Context: an optimization exercise on an open-source flow, tuned for small area and a short achievable clock period. The choices shown serve that exercise and are no tape-out recipe.
RTL that was checked went through simulation tests only; none was proved equivalent to the original.
The RTL of run 3 was laid out without a check of its function.
Power is estimated from default activity; no workload was simulated.

<file path="design/flow/design.v">
package dither_pkg;
    localparam int PIX_W = 8;
    localparam int Q_W = 5;
    localparam int SH_W = 6;
    localparam int RGB_W = 24;
    localparam int LINE_TOTAL = 24;
    localparam int LATENCY = 2 * LINE_TOTAL + 3;
    localparam int PIX_STAGES = 11;
    localparam int QLAT = PIX_STAGES + 1;
    localparam int HIST_NEXT = LINE_TOTAL - 5;
    localparam int HIST_FAR  = 2 * LINE_TOTAL - 10;
    localparam int HIST_LEN  = HIST_FAR + 1;
    localparam int CNT_W   = 6;
    localparam int CNT_MAX = LATENCY;
endpackage
import dither_pkg::*;
module diffusion_row
#(
    parameter int K = 3
) (
    input  logic             clk,
    input  logic [PIX_W-1:0] value_in,
    input  logic [K-1:0]     share,
    output logic [PIX_W-1:0] value_out
);
    logic               neg;
    logic [K:0]         lo;
    logic               cy;
    logic [PIX_W-K-1:0] hi;
    logic [PIX_W-K-1:0] hi_new;
    logic               up;
    logic               dn;
    logic [PIX_W-K:0]   all1;
    logic [PIX_W-K:0]   all0;
    logic               ovf;
    logic               unf;
    assign neg = share[K-1];
    assign lo = {1'b0, value_in[K-1:0]} + {1'b0, share};
    assign cy = lo[K];
    assign hi = value_in[PIX_W-1:K];
    assign up = cy && !neg;
    assign dn = !cy && neg;
    always_comb begin
        all1[0] = 1'b1;
        all0[0] = 1'b1;
        for (int i = 0; i < PIX_W - K; i++) begin
            all1[i+1] = all1[i] && hi[i];
            all0[i+1] = all0[i] && !hi[i];
        end
        for (int i = 0; i < PIX_W - K; i++) begin
            hi_new[i] = hi[i] ^ ((up && all1[i]) || (dn && all0[i]));
        end
    end
    assign ovf = up && all1[PIX_W-K];
    assign unf = dn && all0[PIX_W-K];
    always_ff @(posedge clk) begin
        value_out <= unf ? '0 : (ovf ? '1 : {hi_new, lo[K-1:0]});
    end
endmodule
module line_fifo
#(
    parameter int WIDTH = 1,
    parameter int DEPTH = 1
) (
    input  logic             clk,
    input  logic [WIDTH-1:0] din,
    output logic [DEPTH-1:0][WIDTH-1:0] taps
);
    always_ff @(posedge clk) begin
        taps[0] <= din;
        for (int i = 1; i < DEPTH; i++) begin
            taps[i] <= taps[i-1];
        end
    end
endmodule
import dither_pkg::*;
module jjn_quantizer
(
    input  logic             clk,
    input  logic [PIX_W-1:0] value_in,
    input  logic             de_in,
    output logic [Q_W-1:0]   q_out,
    output logic             bd_out
);
    localparam int NJ = 7;   
    logic [4:0]        a;
    logic [2:0]        c;
    logic signed [6:0] s    [NJ];
    logic [NJ-1:0]     zero;
    logic [NJ-1:0]     b_at;
    logic [Q_W-1:0]    z_at [NJ];
    logic [Q_W-1:0]    m_at [NJ-1];
    assign a = value_in[7:3];
    assign c = value_in[2:0];
    always_comb begin
        for (int j = 0; j < NJ; j++) begin
            s[j]    = $signed({2'b00, a}) + 7'(j - 3);
            zero[j] = !de_in || s[j][6] || s[j][5];
            b_at[j] = !s[j][6] && (s[j][5] || s[j][4]);
            z_at[j] = zero[j] ? '0 : s[j][Q_W-1:0];
        end
        for (int j = 0; j < NJ - 1; j++) begin
            m_at[j] = zero[j] ? '0 : (b_at[j] ? s[j+1][Q_W-1:0] : s[j][Q_W-1:0]);
        end
    end
    logic signed [5:0] w7;
    logic [5:0]        hsel;
    logic [2:0]        l;
    assign w7 = 6'($signed(q_out)) + 6'($signed(q_out) >>> 1) - 6'($signed(q_out) >>> 2);
    assign l  = w7[2:0];
    always_comb begin
        for (int h = 0; h < 6; h++) begin
            hsel[h] = (w7[5:3] == 3'(h - 3));
        end
    end
    logic [3:0] t;
    logic       cy8;
    logic       cy7;
    assign t   = {1'b0, c} + {1'b0, l};
    assign cy8 = t[3];
    assign cy7 = t[3] || (t[2:0] == 3'd7);
    logic [Q_W-1:0] q0;
    logic [Q_W-1:0] q1;
    logic [Q_W-1:0] q2;
    logic           b0;
    logic           b2;
    always_comb begin
        q0 = '0;
        q1 = '0;
        q2 = '0;
        b0 = 1'b0;
        b2 = 1'b0;
        for (int h = 0; h < 6; h++) begin
            q0 = q0 | ({Q_W{hsel[h]}} & z_at[h]);
            q1 = q1 | ({Q_W{hsel[h]}} & m_at[h]);
            q2 = q2 | ({Q_W{hsel[h]}} & z_at[h+1]);
            b0 = b0 | (hsel[h] & b_at[h]);
            b2 = b2 | (hsel[h] & b_at[h+1]);
        end
    end
    always_ff @(posedge clk) begin
        q_out  <= cy8 ? q2 : (cy7 ? q1 : q0);
        bd_out <= cy8 ? b2 : b0;
    end
endmodule
import dither_pkg::*;
module jjn_dither_top
(
    input  logic             clk,
    input  logic             rst,
    input  logic [RGB_W-1:0] rgb,
    input  logic             de,
    input  logic             hs,
    input  logic             vs,
    output logic [RGB_W-1:0] dout,
    output logic             de_out,
    output logic             hs_out,
    output logic             vs_out
);
    logic [CNT_W-1:0] cnt;
    always_ff @(posedge clk) begin
        if (rst)
            cnt <= '0;
        else if (cnt != CNT_W'(CNT_MAX))
            cnt <= cnt + 1'b1;
    end
    logic [LATENCY-1:0][2:0] sync_taps;
    line_fifo #(.WIDTH(3), .DEPTH(LATENCY)) sync_dly (
        .clk(clk), .din({de, hs, vs}), .taps(sync_taps)
    );
    logic [PIX_STAGES:1][PIX_W-1:0] pix;
    logic [HIST_LEN-2:0][Q_W:0] hist_taps;
    logic [Q_W-1:0]   q_next;
    logic [Q_W-1:0]   q_near;
    logic             bd_near;
    function automatic logic [2:0] share_w1(input logic [Q_W-1:0] q);
        case (q[4:3])
            2'b00:   share_w1 = 3'sd0;
            2'b01:   share_w1 = 3'sd1;
            2'b10:   share_w1 = -3'sd3;
            default: share_w1 = -3'sd2;
        endcase
    endfunction
    function automatic logic [4:0] share_w5(input logic [Q_W-1:0] q);
        share_w5 = $signed(q) - ($signed(q) >>> 3);
    endfunction
    function automatic logic [5:0] share_w7(input logic [Q_W-1:0] q);
        share_w7 = 6'($signed(q)) + 6'($signed(q) >>> 1) - 6'($signed(q) >>> 2);
    endfunction
    logic [5:0] gr;
    logic [6:0] gg;
    logic [5:0] gb;
    logic [6:0] gs_q;
    logic [6:1] gc_q;
    assign gr = rgb[23:18];
    assign gg = rgb[15:9];
    assign gb = rgb[7:2];
    always_ff @(posedge clk) begin
        gs_q <= {gg[6], gr ^ gg[5:0] ^ gb};
        gc_q <= (gr & gg[5:0]) | (gr & gb) | (gg[5:0] & gb);
    end
    logic           keep_next;
    logic           keep_far;
    logic [3:0]     far_q41;
    logic [4:0]     far_w5;
    logic [4:0]     next_w5;
    logic [5:0]     next_w7;
    assign keep_next = !rst && (cnt >= CNT_W'(HIST_NEXT));
    assign keep_far  = !rst && (cnt >= CNT_W'(HIST_FAR));
    always_ff @(posedge clk) begin
        far_q41 <= keep_far ? hist_taps[HIST_FAR-2][Q_W-1:1] : '0;
        far_w5  <= keep_far ? share_w5(hist_taps[HIST_FAR-2][Q_W-1:0]) : '0;
        next_w5 <= keep_next ? share_w5(hist_taps[HIST_NEXT-2][Q_W-1:0]) : '0;
        next_w7 <= keep_next ? share_w7(hist_taps[HIST_NEXT-2][Q_W-1:0]) : '0;
    end
    assign q_next = hist_taps[HIST_NEXT-1][Q_W-1:0];
    logic [2:0] far_w1;
    assign far_w1 = share_w1({far_q41, 1'b0});
    logic signed [9:0] far0_sum;
    assign far0_sum = $signed({3'b0, gs_q}) + $signed({3'b0, gc_q, 1'b0}) + $signed(far_w1);
    always_ff @(posedge clk) begin
        pix[1] <= far0_sum[9] ? '0 : far0_sum[PIX_W-1:0];
    end
    diffusion_row #(.K(4)) far1 (.clk(clk), .value_in(pix[1]), .share(far_q41), .value_out(pix[2]));
    diffusion_row #(.K(5)) far2 (.clk(clk), .value_in(pix[2]), .share(far_w5), .value_out(pix[3]));
    diffusion_row #(.K(4)) far3 (.clk(clk), .value_in(pix[3]), .share(far_q41), .value_out(pix[4]));
    diffusion_row #(.K(3)) far4 (.clk(clk), .value_in(pix[4]), .share(far_w1), .value_out(pix[5]));
    diffusion_row #(.K(4)) nxt0 (.clk(clk), .value_in(pix[5]), .share(q_next[4:1]), .value_out(pix[6]));
    diffusion_row #(.K(5)) nxt1 (.clk(clk), .value_in(pix[6]), .share(next_w5), .value_out(pix[7]));
    diffusion_row #(.K(6)) nxt2 (.clk(clk), .value_in(pix[7]), .share(next_w7), .value_out(pix[8]));
    diffusion_row #(.K(5)) nxt3 (.clk(clk), .value_in(pix[8]), .share(next_w5), .value_out(pix[9]));
    diffusion_row #(.K(4)) nxt4 (.clk(clk), .value_in(pix[9]), .share(q_next[4:1]), .value_out(pix[10]));
    diffusion_row #(.K(5)) cur0 (.clk(clk), .value_in(pix[10]), .share(share_w5(q_near)), .value_out(pix[11]));
    logic de_eff;
    assign de_eff = sync_taps[PIX_STAGES][2] && (cnt >= CNT_W'(QLAT));
    jjn_quantizer quantizer_i (
        .clk(clk), .value_in(pix[PIX_STAGES]), .de_in(de_eff),
        .q_out(q_near), .bd_out(bd_near)
    );
    always_ff @(posedge clk) begin
        hist_taps[0] <= {bd_near, q_near};
        for (int i = 1; i < HIST_LEN - 1; i++) begin
            hist_taps[i] <= hist_taps[i-1];
        end
        if (!keep_next) hist_taps[HIST_NEXT-1][Q_W-1:0] <= '0;
    end
    logic       out_ok;
    logic       bd_q;
    logic [2:0] sync_q;
    assign out_ok = !rst && (cnt == CNT_W'(CNT_MAX));
    always_ff @(posedge clk) begin
        bd_q   <= out_ok && hist_taps[HIST_FAR-1][Q_W] && sync_taps[LATENCY-1][2];
        sync_q <= out_ok ? sync_taps[LATENCY-1] : 3'b000;
    end
    assign dout = {RGB_W{bd_q}};
    assign {de_out, hs_out, vs_out} = sync_q;
endmodule
</file>
<file path="design/flow/flow/run.sh">
#!/bin/bash
# The standard layout (standard.sh) with these ORFS settings changed:
#   ADDER_MAP_FILE empty: no adder cells are extracted in synthesis, so ABC
#     maps all of the arithmetic itself (registers and names unchanged);
#   and the placement/CTS/repair settings listed on the make line below.
# Every tool's output goes to orfs_make.log here; ORFS keeps its per-step
# logs under orfs/logs.
set -euo pipefail
bash standard.sh ADDER_MAP_FILE= MATCH_CELL_FOOTPRINT=0 'BUFFER_PORTS_ARGS=-buffer_cell sky130_fd_sc_hd__buf_2' finish > orfs_make.log 2>&1
</file>
<file path="design/flow/standard.sh">
#!/bin/bash
# synth_recipe.tcl (not shown) runs the flow's synth.tcl, then flattens the netlist and writes it again
# the make line also repeats each setting of config.mk as NAME=value (left out here)
make -C /OpenROAD-flow-scripts/flow DESIGN_CONFIG=/design/flow/config.mk WORK_HOME=/design/flow/orfs CLKGATE_MAP_FILE= SYNTH_SCRIPT=/design/flow/synth_recipe.tcl "${@:-finish}"
</file>
<file path="design/flow/config.mk">
export PLATFORM = sky130hd
export DESIGN_NAME = jjn_dither_top
export DESIGN_NICKNAME = jjn_dither_top
export VERILOG_FILES = /design/flow/design.v
export SDC_FILE = /design/flow/constraint.sdc
export NUM_CORES = 4
export LEC_CHECK = 0
export ABC_AREA = 1
export CAP_MARGIN = 20
export CORE_MARGIN = 2
export CORE_UTILIZATION = 60
export CTS_BUF_LIST = sky130_fd_sc_hd__clkbuf_8
export CTS_CLUSTER_DIAMETER = 80
export CTS_CLUSTER_SIZE = 20
export SETUP_SLACK_MARGIN = 4.0
export SLEW_MARGIN = 20
</file>
<file path="design/flow/constraint.sdc">
create_clock -name core_clock -period 6.5 [get_ports {clk}]
set_input_delay 1.3000 -clock core_clock [delete_from_list [all_inputs] [get_ports {clk}]]
set_output_delay 1.3000 -clock core_clock [all_outputs]
set_load 0.01 [all_outputs]
</file>
==> qor.csv, run 1 <==
metric,value,unit
gr usage total,19.7,%
share of cells above drive strength 1,10.8,%
synthesized area,16600,µm²
Post-DP HPWL,19.9,mm
Placed Cells,2115,
Critical Path End,dout[16],
DRT Wirelength,28.1,mm
Die W,170,µm
largest net degree at the start of global routing,25,
Max Clk Rate,397,MHz
Setup TNS Final,0,ps
combinational fraction of design power,9.3,%
Tcrit/Tclk final,38.8,%
initial DRC count,643,
# diodes,0,
clk_skew,18.8,ps
Slew @ Worst Pin,1110,ps
Clock Path Buffers,3,
initial antenna violation count,0,
Die Span Y,170,µm
max-cap viol count,0,
Leak,0.00796,µW
RSZ-0062 raised after global routing,yes,
Max Transition Viols Final,0,
CTS clock-pin slew for the worst setup and hold paths,100,ps
Area growth syn-to-layout,5.88,%
Post-synth ARST share,0,%
reg2reg setup slack,4030,ps
critical path class,flip-flop to output pin,
port buffer count,50,
TritonRoute pass-1 iters,7,
internal power,4060,µW
vias per cell,4.97,
hold crit path type,flip-flop to flip-flop,
GRT overflow,0,
most frequent cells in the layout,"506 x dfxtp_1, 299 x nand2_1, 207 x nor2_1",
status,finished clean,
CTS Root Cell,clkbuf_8,
sequential-to-total area share from yosys stat,62.0,%
Net Switching,1330,µW
Std-Cell Rows,60,
syn_nets,1799,
Starting Density,61.3,%
Core ar.,27000,µm²
reg2reg path depth,8,
"commonest non-fill, non-tap cell in the layout",dfxtp_1,
synthesized area per cell,9.35,µm²
crit path cell chain,buf_2,
Post-Syn Instances,1770,
worst reg2reg path startpoint,quantizer_i.q_out[4]$_DFF_P_,
# setup viols final,0,
crit path max-delay cell type,dfxtp_4,
"Hold Violations, Final",0,
CP Depth,1,
number of flops mapped to enable cells by yosys,0,
CTS sink cnt,513,
Die Area,28900,µm²
Synth Flop Type,dfxtp_1,
final worst slack,3980,ps
CP required,5200,ps
first-pass GRT wire length,46.7,mm
CTS tree,built,
"Largest delay share family, worst path",flip-flops,
htree depth,1,
synth unique cells,61,
Sw Ratio,24.6,%
CP Capture Type,output pin,
vias in the first global route,10084,
final cell count without fillers,2154,
worst path arrival time,1220,ps
final net count,1839,
sequential share of power,65.2,%
Synth Warn #,10,
routability cong.,0.909,
Ports,56,
Worst path max stage delay,450,ps
clock latency on the worst-skew pair,630,ps
Slew HR,25.9,%
Critical path origin,bd_q$_DFF_P_,
CP Max Fanout,24,
CTS Buf Count,30,
ANT nets after route,0,
crit path time final,2520,ps
# DRC,0,
WL/cell,13.0,µm
CP startpoint kind,flip-flop,
clock network fraction of design power,25.5,%
worst path bufs/invs,1,
Place WS,3590,ps
reg2reg end,quantizer_i.q_out[0]$_DFF_P_,
Synth Register Bits,513,
DR vias,10715,
Power Density,308,nW/µm²
Peak VDD IR,301,µV
## cell families (layout without fill, tap and decap cells)
logic type / count (synthesis) / in the layout / synth area share (%)
AOI/OAI and AO/OA: 226 / 226 / 7.96
and+or+nand+nor: 704 / 704 / 19.2
adders and majority gates: 5 / 5 / 0.302
buffers and inverters: 248 / 291 / 6.56
xor gates and xnor gates: 74 / 74 / 3.96
DFF: 513 / 513 / 62.0
## synth_stat cells, drive strengths merged (7+ instances only)
cell type  count  area [µm²]
or2           10        67.6
clkbuf         8        31.3
xnor2         28         253
a21oi         84         420
nand3         78         445
xor2          46         403
a211oi         7        57.6
nor2         226         943
buf           40         299
o21ai         88         470
nor3          27         156
inv          198         748
nand2        326        1310
dfxtp        513       10300
a31oi          7        43.8
nand4         28         190
o211ai         7        52.6
## per-stage QoR
stage / total power (µW) / hold WS (ps) / utilization, % / instance area (µm²)
floorplan: 3930 / 310 / - / 16600
global route: 5660 / 307 / 64.9 / 17500
global placement: 4060 / 309 / 62.6 / 16900
CTS: 5440 / 315 / 64.6 / 17500
finish: 5390 / 315 / 64.9 / 17500
detailed placement: 4080 / 312 / 62.6 / 16900
## state kept, by name, indices dropped and copies added (netlist names), 8 cells and up
| register | cells |
|---|---|
| far2.value_out | 8 |
| far4.value_out | 8 |
| far3.value_out | 8 |
| nxt1.value_out | 8 |
| sync_dly.taps | 153 |
| nxt4.value_out | 8 |
| pix | 8 |
| nxt0.value_out | 8 |
| hist_taps | 223 |
| nxt2.value_out | 8 |
| nxt3.value_out | 8 |
| cur0.value_out | 8 |
| far1.value_out | 8 |
## power groups by stage
stage          Combinational (µW)  Sequential, µW  Clock [µW]
2_1_floorplan                 407            3530           0
3_3_place_gp                  486            3580           0
3_5_place_dp                  489            3590           0
4_1_cts                       493            3520        1430
5_1_grt                       571            3550        1540
6_report                      500            3520        1380
## cell type report
cell class                 instances  area (µm²)
sequential                       513       10300
fill                            2238        9500
multi-input combinational       1009        5240
inverter                         200         763
tap                              341         427
clock buffer                      30         413
timing repair buffer              56         299
clock inverter                     5         100
## worst min-delay path by stage
stage                             start                       end  cells past startpoint  slack [ps]
6_report       sync_dly.taps[5]$_DFF_P_  sync_dly.taps[8]$_DFF_P_                      0         310
5_1_grt        sync_dly.taps[5]$_DFF_P_  sync_dly.taps[8]$_DFF_P_                      0         310
4_1_cts        sync_dly.taps[5]$_DFF_P_  sync_dly.taps[8]$_DFF_P_                      0         310
3_5_place_dp     hist_taps[189]$_DFF_P_    hist_taps[195]$_DFF_P_                      0         310
3_3_place_gp       hist_taps[5]$_DFF_P_     hist_taps[11]$_DFF_P_                      0         310
2_1_floorplan     hist_taps[94]$_DFF_P_    hist_taps[100]$_DFF_P_                      0         310
## per-layer routing
layer,part of all wire (%),track usage [%],vias up
li1,-,-,5649
met1,46,25.1,4770
met2,46,34.4,223
met3,4.7,3.12,73
met4,3.3,6.50,0
met5,0,0,-
## timing repair
item / in CTS / in global routing
endpoints found under the hold margin: 0 / 0
resized for setup: 9 / 16
setup endpoints to repair: 34 / 30
buffers inserted: 2 / 2
pin swaps: 0 / 1
hold buffers: 0 / 0
cloned: 0 / 0
==> run 2: changes to the inputs <==
--- a/design/flow/config.mk
+++ b/design/flow/config.mk
@@ -6,5 +6,4 @@
 export NUM_CORES = 4
 export LEC_CHECK = 0
-export ABC_AREA = 1
 export CAP_MARGIN = 20
 export CORE_MARGIN = 2
==> run 2 against run 1 <==
Net effect:
- via count is 2.7% higher
- non-clock buffer count grew 4
- synthesized cell count fell by 7.8%
- worst hold slack got worse by 3.8 ps
- clock skew grew 13 ps
- count of clock-buffer cells in the layout down 1
- combinational power up 130%
- wire length up 6.7%
- global-route usage grew 0.38 points
- first-iteration DRC count grew 13%
- cell count fell by 7.4%
- largest power group unchanged
==> qor.csv, run 2 <==
metric,value,unit,change
status,finished clean,,
Synth Area in XOR/XNOR,6.39,%,+2.4 points
CTS Buf Count,29,,-3.3%
RSZ-0062 raised after global routing,yes,,
Post-DP HPWL,20.1,mm,+0.90%
number of flip-flops in the largest register,223,,unchanged
Setup TNS Final,0,ps,unchanged
syn_nets,1661,,-7.7%
Synth Warn #,10,,unchanged
hold_buf cts,0,,unchanged
vias in the first global route,10037,,-0.47%
DRT Wirelength,30.0,mm,+6.7%
gr usage total,20.1,%,+0.38 points
DR vias,11007,,+2.7%
worst path arrival time,1240,ps,+20 ps
Slew HR,50.4,%,+25 points
Leak,0.00685,µW,-14%
ANT nets after route,0,,unchanged
Die Span Y,172,µm,+1.1%
most area-hungry cell type in the Yosys netlist,dfxtp_1,,
top-count cell post-synth,dfxtp_1,,
final cell count without fillers,1994,,-7.4%
clock network fraction of design power,20.5,%,-5.0 points
Top reg by flops,hist_taps,,
synthesized area,16900,µm²,+2.3%
clk_skew,31.8,ps,+13.0 ps
CTS sink cnt,513,,unchanged
# DRC,0,,unchanged
Synth Flop Type,dfxtp_1,,
vias per cell,5.52,,+11%
Ports,56,,unchanged
Compound-Gate Fraction of Synth Area,15.1,%,+7.2 points
clock latency on the worst-skew pair,600,ps,-30 ps
htree depth,1,,unchanged
Post-synth ARST share,0,%,unchanged
CP required,5200,ps,about the same
Area growth syn-to-layout,5.13,%,
routability cong.,0.885,,-2.6%
Sw Ratio,29.5,%,+4.9 points
Placed Cells,1961,,-7.3%
synth top area cells,"dfxtp_1 61%, xnor2_1 4.9%, a21oi_1 3.6%",,
CTS tree,built,,
share of cells above drive strength 1,8.97,%,-1.8 points
hold crit path type,flip-flop to flip-flop,,
Post-Syn Instances,1632,,-7.8%
Starting Density,61.0,%,-0.30 points
Synth top area share,60.6,%,-1.4 points
Worst path max stage delay,370,ps,-80 ps
Tcrit/Tclk final,39.1,%,+0.33 points
critical path class,flip-flop to output pin,,
Core ar.,27800,µm²,+2.8%
Max Clk Rate,393,MHz,-0.85%
Net Switching,1840,µW,+39%
sequential share of power,60.7,%,-4.5 points
Synth Area in Simple Gates,12.8,%,-6.4 points
fill count,2252,,+0.63%
CP Capture Type,output pin,,
Synth top cells by count,"513 x dfxtp_1, 143 x nor2_1, 122 x a21oi_1, 104 x nand2_1, 95 x xnor2_1",,
first-pass GRT wire length,48.6,mm,+4.1%
most frequent cells in the layout,"505 x dfxtp_1, 139 x nor2_1, 121 x a21oi_1",,
"commonest non-fill, non-tap cell in the layout",dfxtp_1,,
post-synthesis mux area share,0.369,%,+0.37 points
Max Transition Viols Final,0,,unchanged
synthesized area per cell,10.4,µm²,+11%
Std-Cell Rows,61,,+1.7%
crit path time final,2540,ps,+21.7 ps
combinational fraction of design power,18.8,%,+9.5 points
Power Density,350,nW/µm²,+14%
CP Max Fanout,12,,-50%
adder-cell share of the synthesized area,0.916,%,+0.61 points
Clock Path Buffers,3,,unchanged
crit path max-delay cell type,dfxtp_4,,
# diodes,0,,unchanged
Synth Register Bits,513,,unchanged
Slew @ Worst Pin,742,ps,-368 ps
internal power,4390,µW,+8.0%
# setup viols final,0,,unchanged
largest family of logic cells by synthesized area,compound AO/OA/AOI/OAI gates,,
CP startpoint kind,flip-flop,,
top flop regs,"hist_taps x223, sync_dly.taps x153",,
GRT overflow,0,,unchanged
sequential-to-total area share from yosys stat,60.6,%,-1.4 points
largest net degree at the start of global routing,45,,+80%
synth unique cells,89,,+46%
TritonRoute pass-1 iters,7,,unchanged
final net count,1645,,-11%
CTS Root Cell,clkbuf_8,,
CTS clock-pin slew for the worst setup and hold paths,120,ps,+20 ps
Finished Core Util,64.1,%,-0.77 points
Die Area,29600,µm²,+2.2%
crit path cell chain,buf_12 -> buf_4,,
initial antenna violation count,0,,unchanged
initial DRC count,727,,+13%
number of flops mapped to enable cells by yosys,0,,unchanged
max-cap viol count,0,,unchanged
"Hold Violations, Final",0,,unchanged
Die W,172,µm,+1.1%
WL/cell,15.0,µm,+15%
port buffer count,50,,unchanged
Peak VDD IR,277,µV,-8.0%
==> run 2: changes by cell type in the layout (fill, tap and decap cells not counted), moves of 13 or more <==
cell / delta
xnor2_1: +68
o21ai_0: +13
and2_1: +22
xor2_1: -21
nand4_1: -13
and3_1: +14
nand2_2: -18
nor2_1: -68
a21oi_1: +37
inv_1: -157
nand3_1: -34
nand2_1: -196
==> run 2: cells by family after synthesis <==
| family | Yosys count |
|---|---|
| xor+xnor | 122 |
| flops | 513 |
| compound gates | 391 |
| buf+inv | 138 |
| mux | 6 |
| fa+ha+maj | 15 |
| simple gates | 447 |
==> run 2: area by class of cell <==
| class | count | area (µm²) | area share, % |
|---|---|---|---|
| Sequential cell | 513 | 10300 | 57.8 |
| Multi-Input combinational cell | 981 | 6080 | 34.2 |
| Tap cell | 378 | 473 | 2.66 |
| Clock buffer | 29 | 399 | 2.24 |
| Timing Repair Buffer | 60 | 399 | 2.24 |
| Inverter | 31 | 120 | 0.675 |
| Clock inverter | 2 | 35.0 | 0.197 |
==> run 2: repair_timing <==
action / 4_1_cts / 5_1_grt
buffers inserted: 2 / 0
endpoints found under the setup margin: 45 / 47
cloned: 0 / 0
gates resized for setup: 26 / 22
==> run 2: worst max-delay path, delay by kind of cell, from the launching register on <==
kind	cells	cell delay (ps)
buffers and inverters	2	280
flip-flops	1	370
==> run 2: power by group through the flow <==
| stage | combinational [µW] | sequential, µW | clock [µW] |
|---|---|---|---|
| floorplan | 1030 | 3670 | 0 |
| global placement | 1130 | 3830 | 0 |
| detailed placement | 1140 | 3840 | 0 |
| CTS | 1150 | 3770 | 1350 |
| global route | 1300 | 3830 | 1440 |
| finish | 1170 | 3780 | 1280 |
==> run 2: per-layer routing <==
metal / up-vias / track usage (%) / wire [µm]
li1: 5595 / - / -
met1: 5111 / 27.8 / 14300
met2: 249 / 32.6 / 13400
met3: 52 / 2.63 / 1390
met4: 0 / 7.20 / 956
met5: - / 0 / 0
==> run 2: path summary, 6_finish.rpt <==
check	from	to	slack (ps)	depth (start not counted)
max	bd_q$_DFF_P_	dout[13]	3960	2
min reg2reg	hist_taps[108]$_SDFF_PN0_	hist_taps[114]$_DFF_P_	310	0
max reg2reg	quantizer_i.q_out[3]$_DFF_P_	cur0.value_out[6]$_SDFF_PP0_	4090	7
min	hist_taps[108]$_SDFF_PN0_	hist_taps[114]$_DFF_P_	310	0
==> run 2: per-stage QoR <==
step / setup WS, ps / power, µW / hold slack (ps) / area (µm²)
after floorplan: 4320 / 4710 / 310 / 16900
after global placement: 3280 / 4960 / 310 / 17200
after detailed placement: 3240 / 4980 / 312 / 17200
after CTS: 3880 / 6270 / 301 / 17700
after global routing: 3880 / 6580 / 312 / 17800
final: 3960 / 6230 / 311 / 17800
==> run 3: changes to the inputs <==
--- a/design/flow/design.v
+++ b/design/flow/design.v
@@ -120,26 +120,25 @@
     assign cy8 = t[3];
     assign cy7 = t[3] || (t[2:0] == 3'd7);
-    logic [Q_W-1:0] q0;
-    logic [Q_W-1:0] q1;
-    logic [Q_W-1:0] q2;
-    logic           b0;
-    logic           b2;
-    always_comb begin
-        q0 = '0;
-        q1 = '0;
-        q2 = '0;
-        b0 = 1'b0;
-        b2 = 1'b0;
-        for (int h = 0; h < 6; h++) begin
-            q0 = q0 | ({Q_W{hsel[h]}} & z_at[h]);
-            q1 = q1 | ({Q_W{hsel[h]}} & m_at[h]);
-            q2 = q2 | ({Q_W{hsel[h]}} & z_at[h+1]);
-            b0 = b0 | (hsel[h] & b_at[h]);
-            b2 = b2 | (hsel[h] & b_at[h+1]);
-        end
-    end
-    always_ff @(posedge clk) begin
-        q_out  <= cy8 ? q2 : (cy7 ? q1 : q0);
-        bd_out <= cy8 ? b2 : b0;
+    logic [NJ-1:0]  d0sel;
+    logic           inc;
+    logic [Q_W-1:0] q_new;
+    logic           b;
+    always_comb begin
+        for (int j = 0; j < NJ; j++) begin
+            d0sel[j] = (j < 6 && hsel[j] && !cy8) || (j > 0 && hsel[j-1] && cy8);
+        end
+    end
+    assign inc = cy7 && !cy8;
+    always_comb begin
+        q_new = '0;
+        b     = 1'b0;
+        for (int j = 0; j < NJ; j++) begin
+            q_new = q_new | ({Q_W{d0sel[j]}} & ((j < NJ - 1 && inc) ? m_at[j] : z_at[j]));
+            b     = b | (d0sel[j] & b_at[j]);
+        end
+    end
+    always_ff @(posedge clk) begin
+        q_out  <= q_new;
+        bd_out <= b;
     end
 endmodule
--- a/design/flow/config.mk
+++ b/design/flow/config.mk
@@ -6,4 +6,5 @@
 export NUM_CORES = 4
 export LEC_CHECK = 0
+export ABC_AREA = 1
 export CAP_MARGIN = 20
 export CORE_MARGIN = 2
==> run 3 against run 2 <==
Net effect:
- power increased by 17%
- setup slack gained 32 ps
- sequential share of layout area increased by 1.2 points
- final area fell by 2.0%
- synthesized cell count increased by 10%
- sequential power rose by 3%
- cell count is 10% higher
- global-route usage shrank 1.2 points
- synthesized area shrank 3.3%
- wire length decreased by 10%
- largest cell class unchanged
==> qor.csv, run 3 <==
metric,value,unit,change
CP Max Fanout,12,,unchanged
Worst path max stage delay,370,ps,about the same
CTS clock-pin slew for the worst setup and hold paths,110,ps,about the same
# diodes,0,,unchanged
crit path cell chain,buf_8 -> buf_2,,
Synth Warn #,12,,+2
number of flops mapped to enable cells by yosys,0,,unchanged
final net count,1886,,+15%
Synth Register Bits,513,,unchanged
clk_skew,39.5,ps,+7.68 ps
final cell count without fillers,2198,,+10%
Power Density,417,nW/µm²,+19%
Top reg by flops,hist_taps,,
hold crit path type,flip-flop to flip-flop,,
ANT nets after route,0,,unchanged
Max Transition Viols Final,0,,unchanged
CTS Buf Count,29,,unchanged
initial DRC count,608,,-16%
routability cong.,0.890,,+0.54%
Synth top area share,62.7,%,+2.1 points
sequential-to-total area share from yosys stat,62.7,%,+2.1 points
vias per cell,4.88,,-12%
# setup viols final,0,,unchanged
Std-Cell Rows,60,,-1.6%
CTS Root Cell,clkbuf_8,,
"Hold Violations, Final",0,,unchanged
first-pass GRT wire length,45.0,mm,-7.5%
Die Span Y,169,µm,-1.6%
"commonest non-fill, non-tap cell in the layout",dfxtp_1,,
Area growth syn-to-layout,6.54,%,
worst path arrival time,1210,ps,-30 ps
Synth top cells by count,"513 x dfxtp_1, 385 x nand2_1, 224 x nor2_1, 185 x inv_1, 86 x a21oi_1",,
most frequent cells in the layout,"504 x dfxtp_1, 381 x nand2_1, 221 x nor2_1",,
Tcrit/Tclk final,38.6,%,-0.50 points
number of flip-flops in the largest register,223,,unchanged
Slew @ Worst Pin,642,ps,-99.6 ps
synth unique cells,50,,-44%
Die Area,28600,µm²,-3.3%
# DRC,0,,unchanged
synth top area cells,"dfxtp_1 63%, nand2_1 8.8%, nor2_1 5.1%",,
status,finished clean,,
DR vias,10729,,-2.5%
Placed Cells,2149,,+9.6%
Die W,169,µm,-1.6%
synthesized area per cell,9.10,µm²,-12%
gr usage total,18.9,%,-1.2 points
max-cap viol count,0,,unchanged
worst hold margin,330,ps,+18.6 ps
Post-DP HPWL,18.8,mm,-6.2%
clock latency on the worst-skew pair,610,ps,about the same
Leak,0.00810,µW,+18%
largest net degree at the start of global routing,25,,-44%
synthesized area,16400,µm²,-3.3%
vias in the first global route,9966,,-0.71%
htree depth,1,,unchanged
initial antenna violation count,0,,unchanged
Core ar.,26900,µm²,-3.3%
Ports,56,,unchanged
RSZ-0062 raised after global routing,yes,,
crit path time final,2510,ps,-32.5 ps
TritonRoute pass-1 iters,5,,-2
CTS sink cnt,513,,unchanged
WL/cell,12.3,µm,-18%
CTS tree,built,,
Setup TNS Final,0,ps,unchanged
Clock Path Buffers,3,,unchanged
CP startpoint kind,flip-flop,,
Starting Density,60.9,%,about the same
Post-Syn Instances,1799,,+10%
share of cells above drive strength 1,8.56,%,-0.41 points
top flop regs,"hist_taps x223, sync_dly.taps x153",,
DRT Wirelength,27.0,mm,-10%
Peak VDD IR,280,µV,+1.1%
Pwr Total,7270,µW,+17%
critical path class,flip-flop to output pin,,
CP Capture Type,output pin,,
crit path max-delay cell type,dfxtp_4,,
most area-hungry cell type in the Yosys netlist,dfxtp_1,,
GRT overflow,0,,unchanged
Max Clk Rate,398,MHz,+1.3%
Slew HR,57.0,%,+6.6 points
syn_nets,1828,,+10%
Post-synth ARST share,0,%,unchanged
Synth Flop Type,dfxtp_1,,
CP required,5200,ps,about the same
port buffer count,50,,unchanged
top-count cell post-synth,dfxtp_1,,
[run 3: cell count changes after synthesis, sizes merged, moves of 19 or more]
| cell | delta |
|---|---|
| inv | +163 |
| nor2 | +84 |
| clkbuf | -50 |
| nand3 | +42 |
| xor2 | +28 |
| a21oi | -37 |
| and2 | -21 |
| xnor2 | -68 |
| a211oi | -19 |
| nand2 | +298 |
[run 3: what timing repair did]
action / 4_1_cts / 5_1_grt
buffers inserted: 3 / 14
gates cloned: 1 / 0
hold endpoints to repair: 0 / 0
gates resized for setup: 14 / 24
setup endpoints to repair: 32 / 50
pin swaps: 1 / 2
hold buffers: 0 / 0
[run 3: final timing paths]
check	start	to	slack, ps	cells after the start
worst max-delay path	bd_q$_DFF_P_	dout[15]	3990	2
worst min-delay path	hist_taps[128]$_DFF_P_	hist_taps[134]$_DFF_P_	330	0
worst max register to register	quantizer_i.q_out[4]$_DFF_P_	quantizer_i.q_out[3]$_DFF_P_	4130	18
worst min register to register	hist_taps[128]$_DFF_P_	hist_taps[134]$_DFF_P_	330	0
[run 3: per-layer routing]
metal | routed length [µm] | vias to the layer above | share of wire, % | GRT usage (%)
li1 | - | 5699 | - | -
met1 | 12700 | 4774 | 47 | 24.9
met2 | 12300 | 207 | 46 | 32.7
met3 | 1240 | 49 | 4.6 | 2.47
met4 | 704 | 0 | 2.6 | 5.54
met5 | 0 | - | 0 | 0
[run 3: cells by family after synthesis]
group                    count (synthesis)  synth area share [%]
AO/OA/AOI/OAI                          204                  6.94
adder cells (fa/ha/maj)                  5                 0.306
AND/OR/NAND/NOR                        762                  19.5
flip-flops                             513                  62.7
buffers and inverters                  234                  6.24
XOR/XNOR                                81                  4.33
[run 3: critical path: cells and delay by family, from the launching register on]
kind / cells / cell delay, ps
DFF: 1 / 370
buffers and inverters: 2 / 260
[run 3: layout make-up]
cell class / instances / area (µm²)
flip-flops and latches: 513 / 10300
fillers: 2228 / 9430
multi-input cells: 1053 / 5150
inverters: 192 / 731
repair buffers: 68 / 428
well taps: 341 / 427
clock buffers: 29 / 399
clock inverters: 2 / 16.3
[run 3: report_power, final]
part           switching, µW  leakage, µW  internal [µW]  total (µW)
Combinational           1410      0.00362            711        2120
Sequential               256      0.00427           3650        3910
Clock                    838     0.000213            406        1240
[run 3: through the flow]
step	instance area (µm²)	util (%)	setup slack, ps
after floorplan	16400	-	4280
after global placement	16800	62.4	3410
after detailed placement	16800	62.4	3420
after CTS	17200	64.1	3920
after global routing	17400	64.9	3890
final	17400	64.9	3990
==> run 4: changes to the inputs <==
--- a/design/flow/design.v
+++ b/design/flow/design.v
@@ -83,61 +83,21 @@
     output logic             bd_out
 );
-    localparam int NJ = 7;   
-    logic [4:0]        a;
-    logic [2:0]        c;
-    logic signed [6:0] s    [NJ];
-    logic [NJ-1:0]     zero;
-    logic [NJ-1:0]     b_at;
-    logic [Q_W-1:0]    z_at [NJ];
-    logic [Q_W-1:0]    m_at [NJ-1];
-    assign a = value_in[7:3];
-    assign c = value_in[2:0];
-    always_comb begin
-        for (int j = 0; j < NJ; j++) begin
-            s[j]    = $signed({2'b00, a}) + 7'(j - 3);
-            zero[j] = !de_in || s[j][6] || s[j][5];
-            b_at[j] = !s[j][6] && (s[j][5] || s[j][4]);
-            z_at[j] = zero[j] ? '0 : s[j][Q_W-1:0];
-        end
-        for (int j = 0; j < NJ - 1; j++) begin
-            m_at[j] = zero[j] ? '0 : (b_at[j] ? s[j+1][Q_W-1:0] : s[j][Q_W-1:0]);
-        end
-    end
     logic signed [5:0] w7;
-    logic [5:0]        hsel;
-    logic [2:0]        l;
+    logic signed [9:0] u0;
+    logic signed [9:0] u1;
+    logic              unf;
+    logic              ovf;
+    logic              b;
     assign w7 = 6'($signed(q_out)) + 6'($signed(q_out) >>> 1) - 6'($signed(q_out) >>> 2);
-    assign l  = w7[2:0];
-    always_comb begin
-        for (int h = 0; h < 6; h++) begin
-            hsel[h] = (w7[5:3] == 3'(h - 3));
-        end
-    end
-    logic [3:0] t;
-    logic       cy8;
-    logic       cy7;
-    assign t   = {1'b0, c} + {1'b0, l};
-    assign cy8 = t[3];
-    assign cy7 = t[3] || (t[2:0] == 3'd7);
-    logic [NJ-1:0]  d0sel;
-    logic           inc;
-    logic [Q_W-1:0] q_new;
-    logic           b;
-    always_comb begin
-        for (int j = 0; j < NJ; j++) begin
-            d0sel[j] = (j < 6 && hsel[j] && !cy8) || (j > 0 && hsel[j-1] && cy8);
-        end
-    end
-    assign inc = cy7 && !cy8;
-    always_comb begin
-        q_new = '0;
-        b     = 1'b0;
-        for (int j = 0; j < NJ; j++) begin
-            q_new = q_new | ({Q_W{d0sel[j]}} & ((j < NJ - 1 && inc) ? m_at[j] : z_at[j]));
-            b     = b | (d0sel[j] & b_at[j]);
-        end
-    end
-    always_ff @(posedge clk) begin
-        q_out  <= q_new;
+    assign u0 = $signed({2'b00, value_in}) + w7;
+    assign u1 = $signed({2'b00, value_in}) + w7 + 10'sd1;
+    assign unf = u0[9];
+    assign ovf = !u0[9] && u0[8];
+    assign b   = !u0[9] && (u0[8] || u0[7]);
+    always_ff @(posedge clk) begin
+        if (!de_in || unf || ovf)
+            q_out <= '0;
+        else
+            q_out <= b ? u1[7:3] : u0[7:3];
         bd_out <= b;
     end
==> run 4 against run 3 <==
Net effect:
- wire length decreased by 18%
- cell count decreased by 11%
- via count decreased by 15%
- highest routed layer unchanged
- sequential cell count unchanged
- core utilization increased by 0.89 points
- die area decreased by 6.1%
- setup slack got worse by 24 ps
- largest power group unchanged
- synthesized area decreased by 6.2%
- critical path type unchanged
==> qor.csv, run 4 <==
metric,value,unit,change
max-cap viol count,0,,unchanged
"Largest delay share family, worst path",flip-flops,,
vias per cell,4.68,,-4.1%
# diodes,0,,unchanged
Max Transition Viols Final,0,,unchanged
clk_skew,17.1,ps,-22.4 ps
Synth Register Bits,513,,unchanged
most area-hungry cell type in the Yosys netlist,dfxtp_1,,
Synth Warn #,7,,-5
Setup TNS Final,0,ps,unchanged
internal power,4070,µW,-15%
DRT Wirelength,22.0,mm,-18%
synth top area cells,"dfxtp_1 67%, nand2_1 5.9%, nor2_1 4.5%",,
clock latency on the worst-skew pair,590,ps,-20 ps
"final std cell area, no fill",16600,µm²,-5.0%
Synth top area share,66.9,%,+4.2 points
clock network fraction of design power,23.1,%,+6.0 points
first-pass GRT wire length,36.1,mm,-20%
crit path time final,2530,ps,+23.9 ps
Slew @ Worst Pin,542,ps,-101 ps
sequential share of power,66.4,%,+13 points
hold crit path type,flip-flop to flip-flop,,
largest net degree at the start of global routing,21,,-16%
Top reg by flops,hist_taps,,
critical path class,flip-flop to output pin,,
# setup viols final,0,,unchanged
Area growth syn-to-layout,7.89,%,
CTS clock-pin slew for the worst setup and hold paths,110,ps,about the same
CP Capture Type,output pin,,
CTS sink cnt,513,,unchanged
Power Density,323,nW/µm²,-22%
Clock Path Buffers,3,,unchanged
synthesized area,15400,µm²,-6.2%
crit path cell chain,buf_6 -> buf_2,,
CP Depth,2,,unchanged
share of cells above drive strength 1,11.8,%,+3.2 points
Leak,0.00744,µW,-8.2%
Post-DP HPWL,15.3,mm,-19%
crit path max-delay cell type,dfxtp_4,,
reg2reg path depth,18,,unchanged
GRT overflow,0,,unchanged
combinational fraction of design power,10.5,%,-19 points
DR vias,9143,,-15%
Max Clk Rate,395,MHz,-0.94%
number of flops mapped to enable cells by yosys,0,,unchanged
syn_nets,1587,,-13%
Critical Path End,dout[13],,
DP Area,15800,µm²,-5.7%
Sw Ratio,24.0,%,-10 points
ANT nets after route,0,,unchanged
gr usage total,16.4,%,-2.5 points
port buffer count,50,,unchanged
Die Area,26900,µm²,-6.1%
sequential-to-total area share from yosys stat,66.9,%,+4.2 points
Finished Core Util,65.8,%,+0.89 points
Die Span Y,164,µm,-3.1%
top-count cell post-synth,dfxtp_1,,
Post-synth ARST share,0,%,unchanged
top flop regs,"hist_taps x223, sync_dly.taps x153",,
initial antenna violation count,0,,unchanged
synth unique cells,45,,-10%
Starting Density,61.0,%,+0.064 points
worst path arrival time,1230,ps,+20 ps
Std-Cell Rows,58,,-3.3%
reg2reg end,quantizer_i.q_out[0]$_SDFF_PP0_,,
Die W,164,µm,-3.1%
final net count,1652,,-12%
CP startpoint kind,flip-flop,,
TritonRoute pass-1 iters,5,,unchanged
Slew HR,63.6,%,+6.6 points
Post-Syn Instances,1558,,-13%
Critical path origin,bd_q$_DFF_P_,,
Synth top cells by count,"513 x dfxtp_1, 240 x nand2_1, 186 x nor2_1, 180 x inv_1, 84 x a21oi_1",,
# DRC,0,,unchanged
initial DRC count,347,,-43%
reg2reg setup slack,4140,ps,about the same
CTS Root Cell,clkbuf_8,,
RSZ-0062 raised after global routing,yes,,
Synth Flop Type,dfxtp_1,,
"commonest non-fill, non-tap cell in the layout",dfxtp_1,,
vias in the first global route,8197,,-18%
worst path bufs/invs,2,,unchanged
worst reg2reg path startpoint,quantizer_i.q_out[4]$_SDFF_PP0_,,
synthesized area per cell,9.86,µm²,+8.3%
hold_buf cts,0,,unchanged
routability cong.,0.807,,-9.3%
CTS Buf Count,29,,unchanged
CP required,5200,ps,about the same
"Hold Violations, Final",0,,unchanged
htree depth,1,,unchanged
Tcrit/Tclk final,39.0,%,+0.37 points
Core ar.,25200,µm²,-6.3%
Ports,56,,unchanged
Worst path max stage delay,370,ps,about the same
WL/cell,11.3,µm,-8.1%
CTS tree,built,,
most frequent cells in the layout,"502 x dfxtp_1, 228 x nand2_1, 179 x inv_1",,
CP Max Fanout,12,,unchanged
Net Switching,1290,µW,-49%
status,finished clean,,
Peak VDD IR,270,µV,-3.7%
number of flip-flops in the largest register,223,,unchanged
-- run 4: routing by layer --
metal	track usage (%)	share of wire [%]	up-vias
met5	0	0	-
met4	4.86	2.6	0
met3	2.45	2.9	34
met2	27.5	45	97
met1	22.1	50	4088
li1	-	-	4924
-- run 4: how the worst min path moves through the flow --
stage	start	endpoint	slack (ps)	cells after the start
floorplan	hist_taps[94]$_DFF_P_	hist_taps[100]$_DFF_P_	310	0
detailed placement	sync_dly.taps[134]$_DFF_P_	sync_dly.taps[137]$_DFF_P_	310	0
finish	hist_taps[120]$_DFF_P_	hist_taps[126]$_DFF_P_	320	0
CTS	hist_taps[125]$_DFF_P_	hist_taps[131]$_DFF_P_	330	0
global route	sync_dly.taps[69]$_DFF_P_	sync_dly.taps[72]$_DFF_P_	330	0
global placement	hist_taps[118]$_DFF_P_	hist_taps[124]$_DFF_P_	310	0
-- run 4: stage by stage --
stage / cells / power (µW) / hold slack, ps / setup slack [ps]
after detailed placement: 1910 / 4150 / 312 / 3710
final: 1953 / 5350 / 324 / 3970
after CTS: 1943 / 5380 / 330 / 3910
after global routing: 1953 / 5640 / 334 / 3890
after global placement: 1910 / 4140 / 310 / 3720
after floorplan: 1558 / 4020 / 310 / 4320
-- run 4: repair_timing --
action / in CTS / in global routing
setup endpoints to repair: 63 / 67
resized for setup: 17 / 61
pin swaps: 0 / 7
buffers inserted: 2 / 10
-- run 4: final cells by class --
type                    instances  area, µm²
clock inverters                 2       16.3
clock buffers                  29        399
repair buffers                 63        417
inverters                     188        718
well taps                     330        413
fillers                      2023       8610
flip-flops and latches        513      10300
multi-input cells             828       4310
-- run 4: logic make-up after synthesis --
| group | share of synthesized area, % |
|---|---|
| AOI/OAI and AO/OA | 5.91 |
| and+or+nand+nor | 15.9 |
| adders and majority gates | 0.717 |
| DFF | 66.9 |
| xor gates and xnor gates | 4.51 |
| buffers and inverters | 6.05 |
-- run 4: power by group through the flow --
stage	logic [µW]	clock network, µW	registers, µW
floorplan	435	0	3590
global placement	515	0	3620
detailed placement	522	0	3630
CTS	527	1300	3560
global route	650	1400	3590
finish	564	1230	3550
-- run 4: worst reg2reg max path, delay by kind of cell (launching register included) --
kind	cells	cell delay, ps
DFF	1	410
and+or+nand+nor	16	1570
AOI/OAI and AO/OA	1	120
buffers and inverters	1	180
==> run 5: changes to the inputs <==
--- a/design/flow/config.mk
+++ b/design/flow/config.mk
@@ -13,4 +13,4 @@
 export CTS_CLUSTER_DIAMETER = 80
 export CTS_CLUSTER_SIZE = 20
-export SETUP_SLACK_MARGIN = 4.0
+export SETUP_SLACK_MARGIN = 3.9
 export SLEW_MARGIN = 20
==> run 5 against run 4 <==
Net effect:
- synthesized area did not move
- first-iteration DRC count rose by 2.3%
- non-clock buffer count fell by 4
- sequential cell count did not move
- wire length fell by 2.1%
- setup slack improved by 39 ps
- critical path depth fell by 1
- clock power barely moved
- synthesized cell count did not move
- critical path type unchanged
- highest routed layer unchanged
==> qor.csv, run 5 <==
metric,value,unit,change
Synth Register Bits,513,,unchanged
Synth top area share,66.9,%,unchanged
Ports,56,,unchanged
CTS sink cnt,513,,unchanged
Synth top cells by count,"513 x dfxtp_1, 240 x nand2_1, 186 x nor2_1, 180 x inv_1, 84 x a21oi_1",,
"Largest delay share family, worst path",flip-flops,,
CP startpoint kind,flip-flop,,
synthesized area per cell,9.86,µm²,unchanged
Post-Syn Instances,1558,,unchanged
critical path class,flip-flop to output pin,,
Peak VDD IR,269,µV,-0.37%
clk_skew,17.9,ps,+0.777 ps
most area-hungry cell type in the Yosys netlist,dfxtp_1,,
synth unique cells,45,,unchanged
CTS clock-pin slew for the worst setup and hold paths,110,ps,about the same
Synth Flop Type,dfxtp_1,,
Core ar.,25200,µm²,unchanged
# setup viols final,0,,unchanged
fill count,2045,,+1.1%
GRT overflow,0,,unchanged
clock latency on the worst-skew pair,590,ps,about the same
crit path cell chain,buf_2,,
internal power,4050,µW,-0.34%
synth top area cells,"dfxtp_1 67%, nand2_1 5.9%, nor2_1 4.5%",,
"Hold Violations, Final",0,,unchanged
initial DRC count,355,,+2.3%
synthesized area,15400,µm²,unchanged
Setup TNS Final,0,ps,unchanged
Post-synth ARST share,0,%,unchanged
gr usage total,16.4,%,-0.043 points
Clock Path Buffers,3,,unchanged
Post-DP HPWL,15.3,mm,unchanged
CP Capture Type,output pin,,
WL/cell,11.1,µm,-1.9%
Power Density,325,nW/µm²,+0.71%
hold crit path type,flip-flop to flip-flop,,
"final std cell area, no fill",16300,µm²,-1.4%
DRT Wirelength,21.6,mm,-2.1%
# diodes,0,,unchanged
first-pass GRT wire length,36.0,mm,-0.29%
final worst slack,4000,ps,+39.3 ps
# DRC,0,,unchanged
Worst path max stage delay,450,ps,+80 ps
Max Transition Viols Final,0,,unchanged
DR vias,9095,,-0.52%
Place WS,3710,ps,unchanged
worst path bufs/invs,1,,-1
sequential share of power,66.9,%,+0.5 points
Pwr Total,5310,µW,-0.73%
number of flops mapped to enable cells by yosys,0,,unchanged
final net count,1648,,-0.24%
TritonRoute pass-1 iters,7,,+2
most frequent cells in the layout,"507 x dfxtp_1, 240 x nand2_1, 185 x nor2_1",,
crit path time final,2500,ps,-39.3 ps
ANT nets after route,0,,unchanged
worst path arrival time,1200,ps,-30 ps
DP Area,15800,µm²,unchanged
Slew HR,62.1,%,-1.5 points
sequential-to-total area share from yosys stat,66.9,%,unchanged
Net Switching,1260,µW,-2.0%
CTS Root Cell,clkbuf_8,,
largest net degree at the start of global routing,25,,+19%
CP Max Fanout,24,,+12
initial antenna violation count,0,,unchanged
Die Area,26900,µm²,unchanged
"commonest non-fill, non-tap cell in the layout",dfxtp_1,,
Synth Warn #,7,,unchanged
Top reg by flops,hist_taps,,
syn_nets,1587,,unchanged
CTS Buf Count,29,,unchanged
clock network fraction of design power,23.2,%,about the same
number of flip-flops in the largest register,223,,unchanged
vias per cell,4.67,,-0.32%
CP required,5200,ps,about the same
routability cong.,0.807,,unchanged
top flop regs,"hist_taps x223, sync_dly.taps x153",,
top-count cell post-synth,dfxtp_1,,
max-cap viol count,0,,unchanged
Leak,0.00739,µW,-0.61%
status,finished clean,,
RSZ-0062 raised after global routing,yes,,
share of cells above drive strength 1,9.51,%,-2.3 points
Std-Cell Rows,58,,unchanged
Slew @ Worst Pin,563,ps,+21.6 ps
reg2reg setup slack,4170,ps,+30 ps
port buffer count,50,,unchanged
Max Clk Rate,401,MHz,+1.6%
vias in the first global route,8167,,-0.37%
crit path max-delay cell type,dfxtp_4,,
CTS tree,built,,
Starting Density,61.0,%,unchanged
Sw Ratio,23.7,%,-0.30 points
Die W,164,µm,unchanged
Die Span Y,164,µm,unchanged
Area growth syn-to-layout,6.35,%,
combinational fraction of design power,9.9,%,-0.6 points
htree depth,1,,unchanged
Tcrit/Tclk final,38.4,%,-0.60 points
run 5: cell counts after synthesis:
No cell type changed its count.
run 5: routing by layer:
layer	track usage (%)	routed length [µm]
met1	22.1	10900
met2	27.3	9470
met3	2.45	627
met4	4.86	583
met5	0	0
run 5: kinds of logic (layout without fill, tap and decap cells):
logic type | count (synthesis) | count (layout) | synth area share (%)
AND/OR/NAND/NOR | 569 | 569 | 15.9
flip-flops | 513 | 513 | 66.9
buffers and inverters | 217 | 278 | 6.05
AO/OA/AOI/OAI | 169 | 169 | 5.91
XOR/XNOR | 79 | 79 | 4.51
adder cells (fa/ha/maj) | 11 | 11 | 0.717
run 5: repair_timing:
item | CTS | global route
buffers inserted | 0 | 8
hold buffers | 0 | 0
gates resized for setup | 5 | 13
endpoints found under the setup margin | 55 | 29
pin swaps | 0 | 1
run 5: layout make-up:
class	instances	area, µm²	share of cell area [%]
Clock buffer	29	399	2.44
Clock inverter	2	16.3	0.0996
Inverter	188	718	4.40
Multi-Input combinational cell	828	4180	25.6
Sequential cell	513	10300	63.0
Tap cell	330	413	2.53
Timing Repair Buffer	59	315	1.93
run 5: stage by stage:
stage / util (%) / std cells / hold slack (ps)
5_1_grt: 64.9 / 1949 / 334
2_1_floorplan: - / 1558 / 310
4_1_cts: 64.5 / 1941 / 330
3_3_place_gp: 62.8 / 1910 / 310
6_report: 64.9 / 1949 / 323
3_5_place_dp: 62.8 / 1910 / 312
run 5: path summary, 6_finish.rpt:
kind,from,endpoint,cells after the start
worst max-delay path,bd_q$_DFF_P_,dout[10],1
worst min-delay path,hist_taps[120]$_DFF_P_,hist_taps[126]$_DFF_P_,0
worst max register to register,quantizer_i.q_out[4]$_SDFF_PP0_,quantizer_i.q_out[3]$_SDFF_PP0_,18
worst min register to register,hist_taps[120]$_DFF_P_,hist_taps[126]$_DFF_P_,0
run 5: power by group through the flow:
stage          Sequential (µW)  Combinational (µW)  Clock (µW)
2_1_floorplan             3590                 435           0
3_3_place_gp              3620                 515           0
3_5_place_dp              3630                 522           0
4_1_cts                   3560                 527        1300
5_1_grt                   3590                 615        1400
6_report                  3550                 528        1230
==> run 6: changes to the inputs <==
--- a/design/flow/flow/run.sh
+++ b/design/flow/flow/run.sh
@@ -7,3 +7,3 @@
 # logs under orfs/logs.
 set -euo pipefail
-bash standard.sh ADDER_MAP_FILE= MATCH_CELL_FOOTPRINT=0 'BUFFER_PORTS_ARGS=-buffer_cell sky130_fd_sc_hd__buf_2' finish > orfs_make.log 2>&1
+bash standard.sh ADDER_MAP_FILE= MATCH_CELL_FOOTPRINT=0 'BUFFER_PORTS_ARGS=-buffer_cell sky130_fd_sc_hd__buf_4' finish > orfs_make.log 2>&1
--- a/design/flow/config.mk
+++ b/design/flow/config.mk
@@ -13,4 +13,4 @@
 export CTS_CLUSTER_DIAMETER = 80
 export CTS_CLUSTER_SIZE = 20
-export SETUP_SLACK_MARGIN = 3.9
+export SETUP_SLACK_MARGIN = 4.0
 export SLEW_MARGIN = 20
==> run 6 against run 5 <==
Net effect:
- synthesized cell count unchanged
- combinational power rose by 11%
- setup slack got worse by 45 ps
- clock power about the same
- critical endpoint is now dout[16]
- count of clock-buffer cells in the layout did not move
- critical path type unchanged
- clock skew hardly changed
- final area grew 3.1%
- sequential power hardly changed
- still clean
- non-clock buffer count is 15 higher
- power is 1.4% higher
- worst hold slack worse by 1.5 ps
==> qor.csv, run 6 <==
metric,value,unit,change
status,finished clean,,
most frequent cells in the layout,"502 x dfxtp_1, 227 x nand2_1, 178 x inv_1, 178 x nor2_1, 82 x a21oi_1",,
CTS sink cnt,513,,unchanged
"commonest non-fill, non-tap cell in the layout",dfxtp_1,,
number of flops mapped to enable cells by yosys,0,,unchanged
top flop regs,"hist_taps x223, sync_dly.taps x153",,
# DRC,0,,unchanged
initial antenna violation count,0,,unchanged
Post-Syn Instances,1558,,unchanged
Synth Warn #,7,,unchanged
clock latency on the worst-skew pair,600,ps,about the same
Ports,56,,unchanged
vias in the first global route,8323,,+1.9%
critical path class,flip-flop to output pin,,
max-cap viol count,0,,unchanged
CTS clock-pin slew for the worst setup and hold paths,100,ps,about the same
largest net degree at the start of global routing,21,,-16%
CP Capture Type,output pin,,
Core ar.,25200,µm²,unchanged
Std-Cell Rows,58,,unchanged
Top reg by flops,hist_taps,,
Setup TNS Final,0,ps,unchanged
port buffer count,50,,unchanged
TritonRoute pass-1 iters,4,,-3
Max Transition Viols Final,0,,unchanged
number of flip-flops in the largest register,223,,unchanged
Die Span Y,164,µm,unchanged
synthesized area per cell,9.86,µm²,unchanged
CP startpoint kind,flip-flop,,
synthesized area,15400,µm²,unchanged
Synth Register Bits,513,,unchanged
Post-synth ARST share,0,%,unchanged
GRT overflow,0,,unchanged
synth unique cells,45,,unchanged
htree depth,1,,unchanged
Leak,0.00755,µW,+2.1%
final worst slack,3960,ps,-44.7 ps
fill count,2019,,-1.3%
Max Clk Rate,394,MHz,-1.8%
share of cells above drive strength 1,12.7,%,+3.2 points
Power Density,320,nW/µm²,-1.6%
CTS tree,built,,
RSZ-0062 raised after global routing,yes,,
# diodes,0,,unchanged
CTS Buf Count,29,,unchanged
worst path arrival time,1240,ps,+40 ps
syn_nets,1587,,unchanged
gr usage total,16.9,%,+0.56 points
DP Area,15900,µm²,+0.79%
Slew HR,62.9,%,+0.79 points
"Hold Violations, Final",0,,unchanged
Slew @ Worst Pin,552,ps,-11.8 ps
CP required,5200,ps,about the same
final net count,1663,,+0.91%
initial DRC count,392,,+10%
CP Max Fanout,12,,-50%
most area-hungry cell type in the Yosys netlist,dfxtp_1,,
Area growth syn-to-layout,9.68,%,
Die Area,26900,µm²,unchanged
ANT nets after route,0,,unchanged
clk_skew,17.6,ps,-0.309 ps
sequential-to-total area share from yosys stat,66.9,%,unchanged
crit path time final,2540,ps,+44.7 ps
first-pass GRT wire length,37.3,mm,+3.5%
synth top area cells,"dfxtp_1 67%, nand2_1 5.9%, nor2_1 4.5%",,
Synth Flop Type,dfxtp_1,,
Synth top cells by count,"513 x dfxtp_1, 240 x nand2_1, 186 x nor2_1, 180 x inv_1, 84 x a21oi_1",,
DR vias,9184,,+0.98%
Starting Density,61.0,%,unchanged
routability cong.,0.805,,-0.26%
CTS Root Cell,clkbuf_8,,
DRT Wirelength,22.6,mm,+4.9%
top-count cell post-synth,dfxtp_1,,
Post-DP HPWL,15.6,mm,+2.0%
Tcrit/Tclk final,39.1,%,+0.69 points
"final std cell area, no fill",16800,µm²,+3.1%
Clock Path Buffers,3,,unchanged
Peak VDD IR,276,µV,+2.5%
hold crit path type,flip-flop to flip-flop,,
Pwr Total,5390,µW,+1.4%
WL/cell,11.5,µm,+4.0%
Synth top area share,66.9,%,unchanged
Finished Core Util,66.9,%,+2.0 points
vias per cell,4.67,,+0.16%
Die W,164,µm,unchanged
Place WS,3740,ps,+35.2 ps
# setup viols final,0,,unchanged
-- run 6: changes by cell type in the layout (fill, tap and decap cells not counted), moves of 7 or more --
| cell | previous run | this run |
|---|---|---|
| nand2_4 | 1 | 8 |
| buf_4 | 8 | 57 |
| nand2_1 | 240 | 227 |
| nor2_1 | 185 | 178 |
| buf_2 | 51 | 0 |
| buf_6 | 0 | 14 |
-- run 6: timing repair --
item / in CTS / in global routing
gates resized for setup: 26 / 66
pin swaps: 0 / 28
hold endpoints to repair: 0 / 0
hold buffers: 0 / 0
buffers inserted: 2 / 20
setup endpoints to repair: 66 / 69
cloned: 1 / 0
-- run 6: final timing paths --
kind	end	slack, ps	cells past startpoint	from
hold / removal	sync_dly.taps[33]$_DFF_P_	320	0	sync_dly.taps[30]$_DFF_P_
setup reg to reg	quantizer_i.q_out[3]$_SDFF_PP0_	4090	21	quantizer_i.q_out[4]$_SDFF_PP0_
setup / recovery	dout[16]	3960	2	bd_q$_DFF_P_
hold reg to reg	sync_dly.taps[33]$_DFF_P_	320	0	sync_dly.taps[30]$_DFF_P_
-- run 6: worst max-delay path, stage by stage, from the launching register on --
cell and delay (ps):
dfxtp_4 370, buf_8 130, buf_4 140
-- run 6: logic make-up after synthesis --
| logic type | count (synthesis) | synth area share, % |
|---|---|---|
| AO/OA/AOI/OAI | 169 | 5.91 |
| buffers and inverters | 217 | 6.05 |
| AND/OR/NAND/NOR | 569 | 15.9 |
| adder cells (fa/ha/maj) | 11 | 0.717 |
| XOR/XNOR | 79 | 4.51 |
| flip-flops | 513 | 66.9 |
-- run 6: layout make-up --
class | count | area [µm²] | area share [%]
Tap cell | 330 | 413 | 2.45
Clock inverter | 3 | 23.8 | 0.141
Timing Repair Buffer | 74 | 626 | 3.71
Inverter | 188 | 718 | 4.26
Sequential cell | 513 | 10300 | 61.1
Multi-Input combinational cell | 828 | 4370 | 25.9
Clock buffer | 29 | 399 | 2.37
-- run 6: power breakdown --
| group | internal (µW) | switching (µW) |
|---|---|---|
| clock network | 409 | 837 |
| registers | 3430 | 128 |
| logic | 249 | 338 |
-- run 6: per-layer routing --
| metal | track usage (%) | wire (µm) | vias to the layer above |
|---|---|---|---|
| met5 | 0 | 0 | - |
| met4 | 4.07 | 390 | 0 |
| met3 | 2.60 | 828 | 30 |
| met2 | 28.7 | 10300 | 93 |
| met1 | 22.9 | 11100 | 4096 |
| li1 | - | - | 4965 |
-- run 6: through the flow --
step,hold WS (ps),std cells
global route,325,1965
floorplan,310,1558
finish,322,1965
detailed placement,312,1910
global placement,310,1910
CTS,328,1945

==> what the ideal ports hide <==
No port has a modelled driver above. Below, the same layouts with a new extraction and two added sets of constraints.
Step 1 (the two cells are an assumption about what drives the block):
set clk [get_ports {clk}]
set_driving_cell -lib_cell sky130_fd_sc_hd__clkbuf_16 $clk
set_driving_cell -lib_cell sky130_fd_sc_hd__buf_2 [delete_from_list [all_inputs] $clk]
Step 2 times the ports against the registers' clock, not the clock port: input delays grow and output delays shrink by t, the midpoint of the rising clock arrivals with the driver on.
Slacks: no drivers / after step 1 / after step 2; pairs: no drivers / after step 1.
run	t, ns	setup WS [ns]	worst data-port slew with drivers (ns)
run 1	0.657	3.979 / 3.933 / 3.844	0.03
run 2	0.633	3.957 / 3.911 / 4.094	0.03
run 3	0.631	3.990 / 3.944 / 3.616	0.03
run 4	0.626	3.966 / 3.922 / 3.911	0.04
run 5	0.627	4.005 / 3.961 / 3.908	0.04
run 6	0.637	3.960 / 3.916 / 3.938	0.06
After both steps every run listed still meets setup and hold. The setup slack of run 3, which loses most, moves by -0.046 ns with the drivers and by -0.374 ns with both steps.
